What follows belongs to an exercise in optimizing a design on an open flow for small area; a production flow would make more cautious choices. RTL that was checked went through simulation tests only; none was proved equivalent to the original. Power is estimated from default activity; no workload was simulated.

==> flow/design.v <==
package rv_pkg;
    localparam int XLEN = 32;                      
    typedef enum logic [6:0] {
        OPC_OP     = 7'b0110011,
        OPC_OP_IMM = 7'b0010011,
        OPC_LUI    = 7'b0110111,
        OPC_AUIPC  = 7'b0010111,
        OPC_JAL    = 7'b1101111,
        OPC_JALR   = 7'b1100111,
        OPC_BRANCH = 7'b1100011
    } opcode_e;
    typedef enum logic [3:0] {
        ALU_ADD, ALU_SUB, ALU_SLL, ALU_SLT, ALU_SLTU, ALU_XOR,
        ALU_SRL, ALU_SRA, ALU_OR, ALU_AND, ALU_PASS_B
    } alu_op_e;
    typedef enum logic [3:0] {
        BR_NONE, BR_BEQ, BR_BNE, BR_BLT, BR_BGE, BR_BLTU, BR_BGEU, BR_JAL, BR_JALR
    } br_op_e;
    typedef enum logic [1:0] {
        WB_NONE, WB_ALU, WB_LINK
    } wb_sel_e;
    localparam logic [6:0] FUNCT7_NORM = 7'b0000000;   
    localparam logic [6:0] FUNCT7_ALT  = 7'b0100000;   
    localparam logic [2:0] F3_ADD_SUB = 3'b000;
    localparam logic [2:0] F3_SLL     = 3'b001;
    localparam logic [2:0] F3_SLT     = 3'b010;
    localparam logic [2:0] F3_SLTU    = 3'b011;
    localparam logic [2:0] F3_XOR     = 3'b100;
    localparam logic [2:0] F3_SRL_SRA = 3'b101;
    localparam logic [2:0] F3_OR      = 3'b110;
    localparam logic [2:0] F3_AND     = 3'b111;
    localparam logic [2:0] F3_BEQ  = 3'b000;           
    localparam logic [2:0] F3_BNE  = 3'b001;
    localparam logic [2:0] F3_BLT  = 3'b100;
    localparam logic [2:0] F3_BGE  = 3'b101;
    localparam logic [2:0] F3_BLTU = 3'b110;
    localparam logic [2:0] F3_BGEU = 3'b111;
endpackage
`timescale 1ns/1ps
module ex_stage
#(
    parameter int XLEN = 32
) (
    input  logic            clk,
    input  logic            rst,
    input  logic            in_valid,
    input  logic [6:0]      opcode,
    input  logic [2:0]      funct3,
    input  logic [6:0]      funct7,
    input  logic [XLEN-1:0] rs1_data,
    input  logic [XLEN-1:0] rs2_data,
    input  logic [XLEN-1:0] imm,
    input  logic [XLEN-1:0] pc,
    output logic            out_valid,
    output logic [XLEN-1:0] out_result,
    output logic            out_illegal,
    output logic            redirect_valid,
    output logic [XLEN-1:0] redirect_pc
);
    logic is_op, is_opi, is_lui, is_auipc, is_jal, is_jalr, is_br;
    logic arith, link, f7n, f7a, bad;
    assign is_op    = (opcode == 7'b0110011);
    assign is_opi   = (opcode == 7'b0010011);
    assign is_lui   = (opcode == 7'b0110111);
    assign is_auipc = (opcode == 7'b0010111);
    assign is_jal   = (opcode == 7'b1101111);
    assign is_jalr  = (opcode == 7'b1100111);
    assign is_br    = (opcode == 7'b1100011);
    assign arith    = is_op | is_opi;
    assign link     = is_jal | is_jalr;
    assign f7n      = (funct7 == 7'b0000000);
    assign f7a      = (funct7 == 7'b0100000);
    assign bad = ~(arith | is_lui | is_auipc | link | is_br)
               | (is_op  & (funct3 == 3'b000 || funct3 == 3'b101) & ~(f7n | f7a))
               | (is_opi & (funct3 == 3'b101) & ~(f7n | f7a))
               | (arith  & (funct3 == 3'b001) & ~f7n)
               | (is_br  & (funct3[2:1] == 2'b01));
    logic sel_pc, sel_rev, sel_rs1, sel_four, sel_rs2, sub;
    assign sel_pc   = opcode[2] & (opcode[6] | ~opcode[5]);
    assign sel_rev  = ~opcode[2] & ~opcode[6] & (funct3 == 3'b001);
    assign sel_rs1  = ~opcode[2] & ~sel_rev;
    assign sel_four = opcode[2] & opcode[6];
    assign sel_rs2  = ~opcode[2] & opcode[5];
    assign sub = ~opcode[2] & (opcode[6] | (~funct3[2] & (funct3[1] | (~funct3[0] & opcode[5] & funct7[5]))));
    logic [31:0] rs1_rev, a, b, bx;
    always_comb begin
        for (int i = 0; i < 32; i++) begin
            rs1_rev[i] = rs1_data[31-i];
        end
    end
    assign a  = (pc & {32{sel_pc}}) | (rs1_rev & {32{sel_rev}}) | (rs1_data & {32{sel_rs1}});
    assign b  = sel_four ? 32'd4 : (sel_rs2 ? rs2_data : imm);
    assign bx = b ^ {32{sub}};
    logic [31:0] p, g, sum;
    assign p = a ^ bx;
    assign g = a & bx;
    pg_add u_add (.p(p), .g(g), .ci(sub), .s(sum));
    logic uns, lt, eq;
    assign uns = opcode[6] ? funct3[1] : funct3[0];
    assign lt  = (a[31] == b[31]) ? sum[31] : (uns ? b[31] : a[31]);
    assign eq  = &p;
    logic [31:0] sr, sr_rev;
    logic        fill;
    assign fill = funct3[2] & funct7[5] & a[31];
    assign sr   = 32'($signed({fill, a}) >>> b[4:0]);
    always_comb begin
        for (int i = 0; i < 32; i++) begin
            sr_rev[i] = sr[31-i];
        end
    end
    logic redir, keep;
    logic s_sum, s_sll, s_srl, s_lt, s_x, s_a, alu;
    assign keep  = ~bad & ~redir;
    assign alu   = keep & ~opcode[2] & ~opcode[6];
    assign s_sum = keep & (opcode[2] | (~opcode[6] & (funct3 == 3'b000)));
    assign s_sll = alu & (funct3 == 3'b001);
    assign s_lt  = alu & (funct3[2:1] == 2'b01);
    assign s_srl = alu & (funct3 == 3'b101);
    assign s_x   = alu & funct3[2] & ~funct3[0];                       
    assign s_a   = alu & funct3[2] & funct3[1];                        
    logic [31:0] res, t1;
    assign res = (sum & {32{s_sum}}) | (sr_rev & {32{s_sll}}) | (sr & {32{s_srl}})
               | (p & {32{s_x}}) | (g & {32{s_a}}) | {31'd0, lt & s_lt}
               | (t1 & {32{redir}});
    logic [31:0] tb, tsum, tgt;
    logic        taken;
    assign tb    = is_jalr ? rs1_data : pc;
    pg_add u_tgt (.p(tb ^ imm), .g(tb & imm), .ci(1'b0), .s(tsum));
    assign tgt   = tsum & {31'h7fffffff, ~is_jalr};
    assign taken = link | (is_br & (funct3[2:1] != 2'b01) & ((funct3[2] ? lt : eq) ^ funct3[0]));
    logic        v1, ill1, tk1;
    logic [31:0] r1;
    assign redir = v1 & tk1;
    always_ff @(posedge clk) begin
        v1   <= in_valid & ~rst & ~redir;
        ill1 <= bad;
        tk1  <= taken;
        r1   <= res;
        t1   <= tgt;
    end
    assign redirect_pc = r1;
    logic accept;
    assign accept = v1 & ~rst;
    always_ff @(posedge clk) begin
        out_valid      <= accept;
        out_illegal    <= accept & ill1;
        redirect_valid <= accept & tk1;
        out_result     <= r1;
    end
endmodule
module pg_add #(
    parameter int N = 32
) (
    input  logic [N-1:0] p,
    input  logic [N-1:0] g,
    input  logic         ci,
    output logic [N-1:0] s
);
    logic [N-1:0] gg, pp;
    always_comb begin
        gg = g;
        pp = p;
        gg[0] = g[0] | (p[0] & ci);
        for (int l = 0; (1 << l) < N; l++) begin
            for (int i = (2 << l) - 1; i < N; i += (2 << l)) begin
                gg[i] = gg[i] | (pp[i] & gg[i - (1 << l)]);
                pp[i] = pp[i] & pp[i - (1 << l)];
            end
        end
        for (int l = 4; l >= 0; l--) begin
            for (int i = 3 * (1 << l) - 1; i < N; i += (2 << l)) begin
                gg[i] = gg[i] | (pp[i] & gg[i - (1 << l)]);
                pp[i] = pp[i] & pp[i - (1 << l)];
            end
        end
        s = p ^ {gg[N-2:0], ci};
    end
endmodule
Settings: LEC_CHECK=0, CAP_MARGIN=20, CORE_MARGIN=2, CORE_UTILIZATION=40, SLEW_MARGIN=20; clock period 7.0 ns.
standard.sh (not shown) runs the stock make flow with config.mk's settings and CLKGATE_MAP_FILE= SYNTH_SCRIPT=/design/flow/synth_recipe.tcl, a recipe that flattens the netlist after the stock synthesis.
==> flow/flow/run.sh <==
#!/bin/bash
# The standard layout, with two changes: ABC maps for area with its own
# script (flow/abc.script), and ports get the smallest buffer.
set -euo pipefail
here=$(pwd)
bash standard.sh SYNTH_SCRIPT="$here/flow/my_synth.tcl" \
    BUFFER_PORTS_ARGS="-buffer_cell sky130_fd_sc_hd__buf_1" finish > standard.log 2>&1
==> flow/flow/abc.script <==
strash
&get -n
&st
&dch
&nf -R 1000
&put
topo
stime -c
buffer -c
upsize -c
dnsize -c
==> flow/flow/my_synth.tcl <==
# The standard flow's synthesis, with ABC run on this folder's script instead of ORFS's
set ::my_flow_dir [file dirname [file normalize [info script]]]
proc abc {args} {
  set i [lsearch $args -script]
  if {$i >= 0} {
    lset args [expr {$i + 1}] [file join $::my_flow_dir abc.script]
  }
  yosys abc {*}$args
}
source [file join $::my_flow_dir .. synth_recipe.tcl]
Next try:
--- a/flow/design.v
+++ b/flow/design.v
@@ -106,41 +106,40 @@
     always_comb begin
         for (int i = 0; i < 32; i++) begin
             sr_rev[i] = sr[31-i];
         end
     end
-    logic redir, keep;
     logic s_sum, s_sll, s_srl, s_lt, s_x, s_a, alu;
-    assign keep  = ~bad & ~redir;
-    assign alu   = keep & ~opcode[2] & ~opcode[6];
-    assign s_sum = keep & (opcode[2] | (~opcode[6] & (funct3 == 3'b000)));
+    assign alu   = ~bad & ~opcode[2] & ~opcode[6];
+    assign s_sum = ~bad & (opcode[2] | (~opcode[6] & (funct3 == 3'b000)));
     assign s_sll = alu & (funct3 == 3'b001);
     assign s_lt  = alu & (funct3[2:1] == 2'b01);
     assign s_srl = alu & (funct3 == 3'b101);
     assign s_x   = alu & funct3[2] & ~funct3[0];                       
     assign s_a   = alu & funct3[2] & funct3[1];                        
-    logic [31:0] res, t1;
+    logic [31:0] res;
     assign res = (sum & {32{s_sum}}) | (sr_rev & {32{s_sll}}) | (sr & {32{s_srl}})
-               | (p & {32{s_x}}) | (g & {32{s_a}}) | {31'd0, lt & s_lt}
-               | (t1 & {32{redir}});
+               | (p & {32{s_x}}) | (g & {32{s_a}}) | {31'd0, lt & s_lt};
     logic [31:0] tb, tsum, tgt;
     logic        taken;
     assign tb    = is_jalr ? rs1_data : pc;
     pg_add u_tgt (.p(tb ^ imm), .g(tb & imm), .ci(1'b0), .s(tsum));
     assign tgt   = tsum & {31'h7fffffff, ~is_jalr};
     assign taken = link | (is_br & (funct3[2:1] != 2'b01) & ((funct3[2] ? lt : eq) ^ funct3[0]));
-    logic        v1, ill1, tk1;
-    logic [31:0] r1;
+    logic        v1, ill1, tk1, redir;
+    logic [31:0] r1, t1;
     assign redir = v1 & tk1;
     always_ff @(posedge clk) begin
         v1   <= in_valid & ~rst & ~redir;
         ill1 <= bad;
         tk1  <= taken;
         r1   <= res;
-        t1   <= tgt;
+        if (!redir) begin
+            t1 <= tgt;
+        end
     end
-    assign redirect_pc = r1;
+    assign redirect_pc = t1;
     logic accept;
     assign accept = v1 & ~rst;
     always_ff @(posedge clk) begin
         out_valid      <= accept;
         out_illegal    <= accept & ill1;
Outcome: Clock-buffer cell count does not change. Final area came out higher by a few percent. Power came out higher by a few percent. Critical path depth came out higher by 2. Non-clock buffer count came out higher by 13. Global-route usage came out lower by 0.39 points. Combinational power came out higher by a few percent. Setup slack improves by 0.053 ns. First-iteration DRC count came out lower by roughly a tenth. Via count came out lower slightly. Die area came out higher slightly. Synthesized area came out higher slightly. Wire length came out lower slightly. Register-to-register slack improves by 1.7 ns.
No functional check of the RTL was part of the first run of this note.

separate check: timing with driven ports:
How much do the figures lean on ideal ports? The routed layouts below were timed once more, with nothing changed but the port constraints.
Step 1 assumes that a clkbuf_16 drives the clock port and a buf_2 every other input.
Step 2, shift: input delay + t, output delay - t, t = (earliest + latest rising clock arrival at the registers) / 2. This alone moves slack from input paths to output paths.
a / b / c = ideal / step 1 / step 2; a / b = the first two.
run	shift t [ns]	setup WS [ns]	hold WS [ns]	worst setup path at the end	worst slew at a driven data input, ns
the first run	0.408	0.389 / 0.407 / -0.002	0.350 / 0.350 / 0.350	input to register	0.05
the second run	0.419	0.442 / 0.465 / 0.046	0.324 / 0.324 / 0.324	input to register	0.06
With both steps, setup timing fails in the first run, where it was met with ideal ports. The setup slack of the second run, which loses most, moves by +0.023 ns with the drivers and by -0.396 ns with both steps.
